From an optimization exercise on the open Yosys and OpenROAD flow, aimed at a short achievable clock period and few clock cycles; shortcuts taken in it are not production practice. Where RTL was checked, it was by simulation tests only, not by an equivalence proof against the original. Power is estimated from default activity; no workload was simulated.

## core_top
module core_top (
    input  logic        clk,
    input  logic        rst,
    output logic [19:0] rom_addr,
    input  logic [7:0]  rom_data,
    output logic        mem_en,
    output logic        mem_we,
    output logic [19:0] mem_addr,
    output logic [15:0] mem_wdata,
    input  logic [15:0] mem_rdata,
    output logic        halted
);
Size: about 2300 cells after synthesis, ~380 flip-flops, about 85 I/O pins, ~22000 um^2 of cells after synthesis.
Settings: LEC_CHECK=0, ABC_CLOCK_PERIOD_IN_PS=2500, CAP_MARGIN=20, CORE_MARGIN=2, CORE_UTILIZATION=55, SLEW_MARGIN=20; clock period 8.0 ns.
standard.sh (not shown) runs the stock make flow with config.mk's settings and CLKGATE_MAP_FILE= SYNTH_SCRIPT=/design/flow/synth_recipe.tcl, a recipe that flattens the netlist after the stock synthesis.
==> flow/flow/run.sh <==
#!/bin/bash
# The standard layout, with timing repair aimed at a setup slack of 5.5 ns.
set -euo pipefail
bash standard.sh SETUP_SLACK_MARGIN=5.5 finish > make_finish.log 2>&1
The starting point passed the timing, design-rule and antenna checks.
Testbench counts at the start, summed over its fixed seeds: cycles 31,615.
Next try:
--- a/flow/config.mk
+++ b/flow/config.mk
@@ -11 +11 @@
-export CORE_UTILIZATION = 55
+export CORE_UTILIZATION = 60
After rerunning: Power goes down by 1.6%; non-clock buffer count goes up by 17; first-iteration DRC count came out higher by 12%; cell area came out lower by 0.50%.


core_top, a different RTL version from the one above (not shown whole).
For scale: about 1900 cells after synthesis, about 370 flip-flops, ~19000 um^2 of cells after synthesis.
Settings: LEC_CHECK=0, ABC_CLOCK_PERIOD_IN_PS=2500, CAP_MARGIN=20, CORE_MARGIN=2, CORE_UTILIZATION=40, SLEW_MARGIN=20; clock period 8.0 ns.
==> flow/flow/run.sh <==
#!/bin/bash
# The standard layout, with timing repair aimed at a setup slack of 6.5 ns.
set -euo pipefail
bash standard.sh SETUP_SLACK_MARGIN=6.5 finish > make_finish.log 2>&1
The first run passed the timing, design-rule and antenna checks.
Testbench counts at the start, summed over its fixed seeds: cycles 31,983.
Change:
==> flow/flow/run.sh (replaced) <==
#!/bin/bash
# The standard layout, with timing repair aimed at a setup slack of 6.0 ns.
set -euo pipefail
bash standard.sh SETUP_SLACK_MARGIN=6.0 finish > make_finish.log 2>&1
Result: Synthesized area stays the same. Combinational power came out lower by a little under a tenth. Routed wire length shrinks by a little under a tenth. Clock skew goes up by 0.0046 ns. Global-route usage is lower by 2.9 points. Sequential power stays flat. Clock power grows by a few percent.


Setup of the baseline:
Another version of the RTL of core_top (not shown whole).
Size: about 1800 cells after synthesis, roughly 85 I/O pins, roughly 18000 um^2 of cells after synthesis.
==> flow/config.mk <==
export PLATFORM = sky130hd
export DESIGN_NAME = core_top
export DESIGN_NICKNAME = core_top
export VERILOG_FILES = /design/flow/design.v
export SDC_FILE = /design/flow/constraint.sdc
export NUM_CORES = 4
export LEC_CHECK = 0
export ABC_CLOCK_PERIOD_IN_PS = 2500
export CAP_MARGIN = 20
export CORE_MARGIN = 2
export CORE_UTILIZATION = 40
export SLEW_MARGIN = 20
==> flow/constraint.sdc <==
create_clock -name core_clock -period 8.0 [get_ports {clk}]
set_input_delay 1.6000 -clock core_clock [delete_from_list [all_inputs] [get_ports {clk}]]
set_output_delay 1.6000 -clock core_clock [all_outputs]
set_load 0.01 [all_outputs]
==> flow/flow/run.sh <==
#!/bin/bash
# The standard layout, with timing repair aimed at a setup slack of 5.5 ns.
set -euo pipefail
bash standard.sh SETUP_SLACK_MARGIN=5.5 finish > make_finish.log 2>&1
### the baseline -> the candidate
==> flow/flow/run.sh <==
#!/bin/bash
# The standard layout, with timing repair aimed at a setup slack of 6.0 ns.
set -euo pipefail
bash standard.sh SETUP_SLACK_MARGIN=6.0 finish > make_finish.log 2>&1
==> comparison <==
Post-placement cell count: the baseline vs the candidate — no meaningful difference
Status: hold slack parity (the baseline, the candidate)
Final sequential cell count: the candidate vs the baseline identical
There was hardly any difference in initial core utilization between the baseline and the candidate.
The length in cells of the worst reg-to-reg path reported for the candidate is smaller than that of the baseline by 2.
The candidate contains more vias than the baseline.
met5 as the uppermost layer routed was reported by the candidate, and met4 by the baseline.
Of the candidate and the baseline, the higher cell count belongs to the candidate.
Having completed the whole flow, the candidate delivered a layout that passed the timing, design-rule and antenna checks.
The candidate vs the baseline on worst setup slack: the candidate is the higher one.
Post-route core utilization: the candidate vs the baseline up 6.7 points
No run of this note included a check of the RTL's function; only the layout flow was run.


core_top, a different RTL version from the one above (not shown whole).
Size in the first run: ~2000 cells after synthesis, ~85 I/O pins, ~0.020 mm2 of cells after synthesis.
clock: 8.0 ns
lec_check: 0
abc_clock_period_in_ps: 2500
cap_margin: 20
core_margin: 2
core_utilization: 50
slew_margin: 20
==> flow/flow/run.sh <==
#!/bin/bash
# The standard layout, with timing repair aimed at a setup slack of 6.0 ns.
set -euo pipefail
bash standard.sh SETUP_SLACK_MARGIN=6.0 finish > make_finish.log 2>&1
Testbench counts at the start, summed over its fixed seeds: cycles 31,863.
==> next run, changes <==
==> flow/flow/run.sh (replaced) <==
#!/bin/bash
# The standard layout, with timing repair aimed at a setup slack of 5.5 ns.
set -euo pipefail
bash standard.sh SETUP_SLACK_MARGIN=5.5 finish > make_finish.log 2>&1
--- a/flow/config.mk
+++ b/flow/config.mk
@@ -11 +11 @@
-export CORE_UTILIZATION = 50
+export CORE_UTILIZATION = 60
What happened: The new run completed without violations. Final area came out lower by 19%. Register-to-register slack is worse by 0.03 ns. Total power came out lower by 5.1%. Clock skew came out lower by 0.011 ns. Maximum frequency barely changes. Area after synthesis is unchanged.


## run a
core_top, a different RTL version from the one above (not shown whole).
Size in the first run: ~2200 cells after synthesis, about 390 flip-flops, roughly 85 I/O pins.
export LEC_CHECK = 0
export ABC_CLOCK_PERIOD_IN_PS = 2500
export CAP_MARGIN = 20
export CORE_MARGIN = 2
export CORE_UTILIZATION = 50
export SLEW_MARGIN = 20
create_clock -name core_clock -period 8.0 [get_ports {clk}]
==> flow/flow/run.sh <==
#!/bin/bash
# The standard layout, with timing repair aimed at a setup slack of 6.0 ns.
set -euo pipefail
bash standard.sh SETUP_SLACK_MARGIN=6.0 finish > make_finish.log 2>&1
No stage failed in run a, and the final checks on the layout all came back clean.
Here is what was changed in the inputs of run b compared with run a.
- CORE_UTILIZATION: 50 -> 60
==> flow/flow/run.sh <==
#!/bin/bash
# The standard layout, with timing repair aimed at a setup slack of 5.5 ns.
set -euo pipefail
bash standard.sh SETUP_SLACK_MARGIN=5.5 finish > make_finish.log 2>&1
Notes after the runs:
Per-instance average area after synthesis: run a vs run b identical. Area added between synthesis and finish delta for run b relative to run a: 29 points lower. The higher clock network fraction of design power of run a and run b is in run b. Buffering overhead: run b < run a. Higher sequential share of layout area goes to run b over run a. Against run a, run b reports a register-to-register slack that is lower. Run b vs run a — number of fillers in the final layout dropped 276. Comparing run a with run b, the count of multi-input gates came out essentially unchanged. Run b ends up with lower global-route wire length before repair than run a does. Between run a and run b, count of clock-buffer cells in the layout increased. Global-route usage delta for run b relative to run a: 2.1 points lower.
No run of this note included a check of the RTL's function; only the layout flow was run.


core_top, a different RTL version from the one above (not shown whole).
Size in the first run: ~1900 cells after synthesis, roughly 370 flip-flops, roughly 85 I/O pins, roughly 0.019 mm2 of cells after synthesis.
export LEC_CHECK = 0
export ABC_CLOCK_PERIOD_IN_PS = 2500
export CAP_MARGIN = 20
export CORE_MARGIN = 2
export CORE_UTILIZATION = 50
export SLEW_MARGIN = 20
create_clock -name core_clock -period 8.0 [get_ports {clk}]
==> flow/flow/run.sh <==
#!/bin/bash
# The standard layout, with timing repair aimed at a setup slack of 6.0 ns.
set -euo pipefail
bash standard.sh SETUP_SLACK_MARGIN=6.0 finish > make_finish.log 2>&1
Change:
- CORE_UTILIZATION: 50 -> 40
Effect: The new run produced a clean layout. Design area rises by 1.6%. Cell count rises by 5.3%. Area after synthesis does not change. Non-clock buffer count rises by 52. Worst hold slack is about the same.
Function was not checked in any run of this note: the RTL went through the layout flow alone.


core_top, a different RTL version from the one above (not shown whole).
For scale: about 1900 cells after synthesis, ~85 I/O pins, roughly 20000 µm² of cells after synthesis.
Settings: LEC_CHECK=0, ABC_CLOCK_PERIOD_IN_PS=2500, CAP_MARGIN=20, CORE_MARGIN=2, CORE_UTILIZATION=50, SLEW_MARGIN=20; clock period 8.0 ns.
Scripts as last shown in full above: flow/flow/run.sh
The baseline finished clean.
Testbench counts at the start, summed over its fixed seeds: cycles 31,983.
Rerun with:
--- a/flow/config.mk
+++ b/flow/config.mk
@@ -10,3 +10,3 @@
 export CORE_MARGIN = 2
-export CORE_UTILIZATION = 50
+export CORE_UTILIZATION = 40
 export SLEW_MARGIN = 20
Combinational power grows by a few percent.
Cell count grows by a few percent.
Clock power shrinks by a few percent.
Total power is about the same.
Routed wire length grows by a few percent.

## what the ideal ports hide
The results above use ideal ports. As a check the final layouts listed here were re-extracted and re-timed, cells and wires unchanged. Step 1 sets driving cells, clkbuf_16 on the clock port and buf_2 on the other inputs (assumed; they add their load-dependent delay and slew). Step 2 also shifts input and output timing later by t, the mid clock arrival at the registers, as if the neighbouring blocks saw the same clock. Slacks: ideal / step 1 / step 2; pairs: ideal / step 1.
| run | t (ns) | slack for setup (ns) | hold WS [ns] | worst slew at a driven data input, ns |
|---|---|---|---|---|
| the first run of note 1 | 0.648 | 5.258 / 5.199 / 4.769 | 0.324 / 0.324 / 0.324 | 0.08 |
| the second run of note 1 | 0.629 | 5.276 / 5.221 / 4.737 | 0.316 / 0.316 / 0.316 | 0.07 |
| the first run of note 2 | 0.635 | 5.267 / 5.240 / 4.904 | 0.321 / 0.321 / 0.321 | 0.15 |
| the second run of note 2 | 0.634 | 5.281 / 5.226 / 4.984 | 0.307 / 0.307 / 0.307 | 0.14 |
| the baseline | 0.613 | 5.192 / 5.192 / 4.704 | 0.324 / 0.324 / 0.324 | 0.10 |
| the candidate | 0.614 | 5.274 / 5.218 / 4.790 | 0.324 / 0.324 / 0.324 | 0.18 |
| the first run of note 4 | 0.641 | 5.292 / 5.230 / 4.821 | 0.321 / 0.321 / 0.321 | 0.13 |
| the second run of note 4 | 0.635 | 5.292 / 5.240 / 4.883 | 0.325 / 0.325 / 0.325 | 0.09 |
| run a | 0.665 | 5.244 / 5.183 / 4.611 | 0.326 / 0.326 / 0.326 | 0.14 |
| run b | 0.641 | 5.268 / 5.208 / 4.735 | 0.325 / 0.325 / 0.325 | 0.12 |
| the first run of note 6 | 0.651 | 5.229 / 5.176 / 4.868 | 0.324 / 0.324 / 0.324 | 0.16 |
| the second run of note 6 | 0.635 | 5.269 / 5.215 / 4.711 | 0.324 / 0.324 / 0.324 | 0.23 |
| the first run of note 7 | 0.632 | 5.286 / 5.224 / 4.936 | 0.324 / 0.324 / 0.324 | 0.13 |
| the second run of note 7 | 0.643 | 5.275 / 5.217 / 4.950 | 0.328 / 0.328 / 0.328 | 0.15 |
After both steps setup and hold are still met in every run listed. For run a, which loses most, drivers alone change the setup slack by -0.061 ns; drivers and shift together by -0.633 ns.
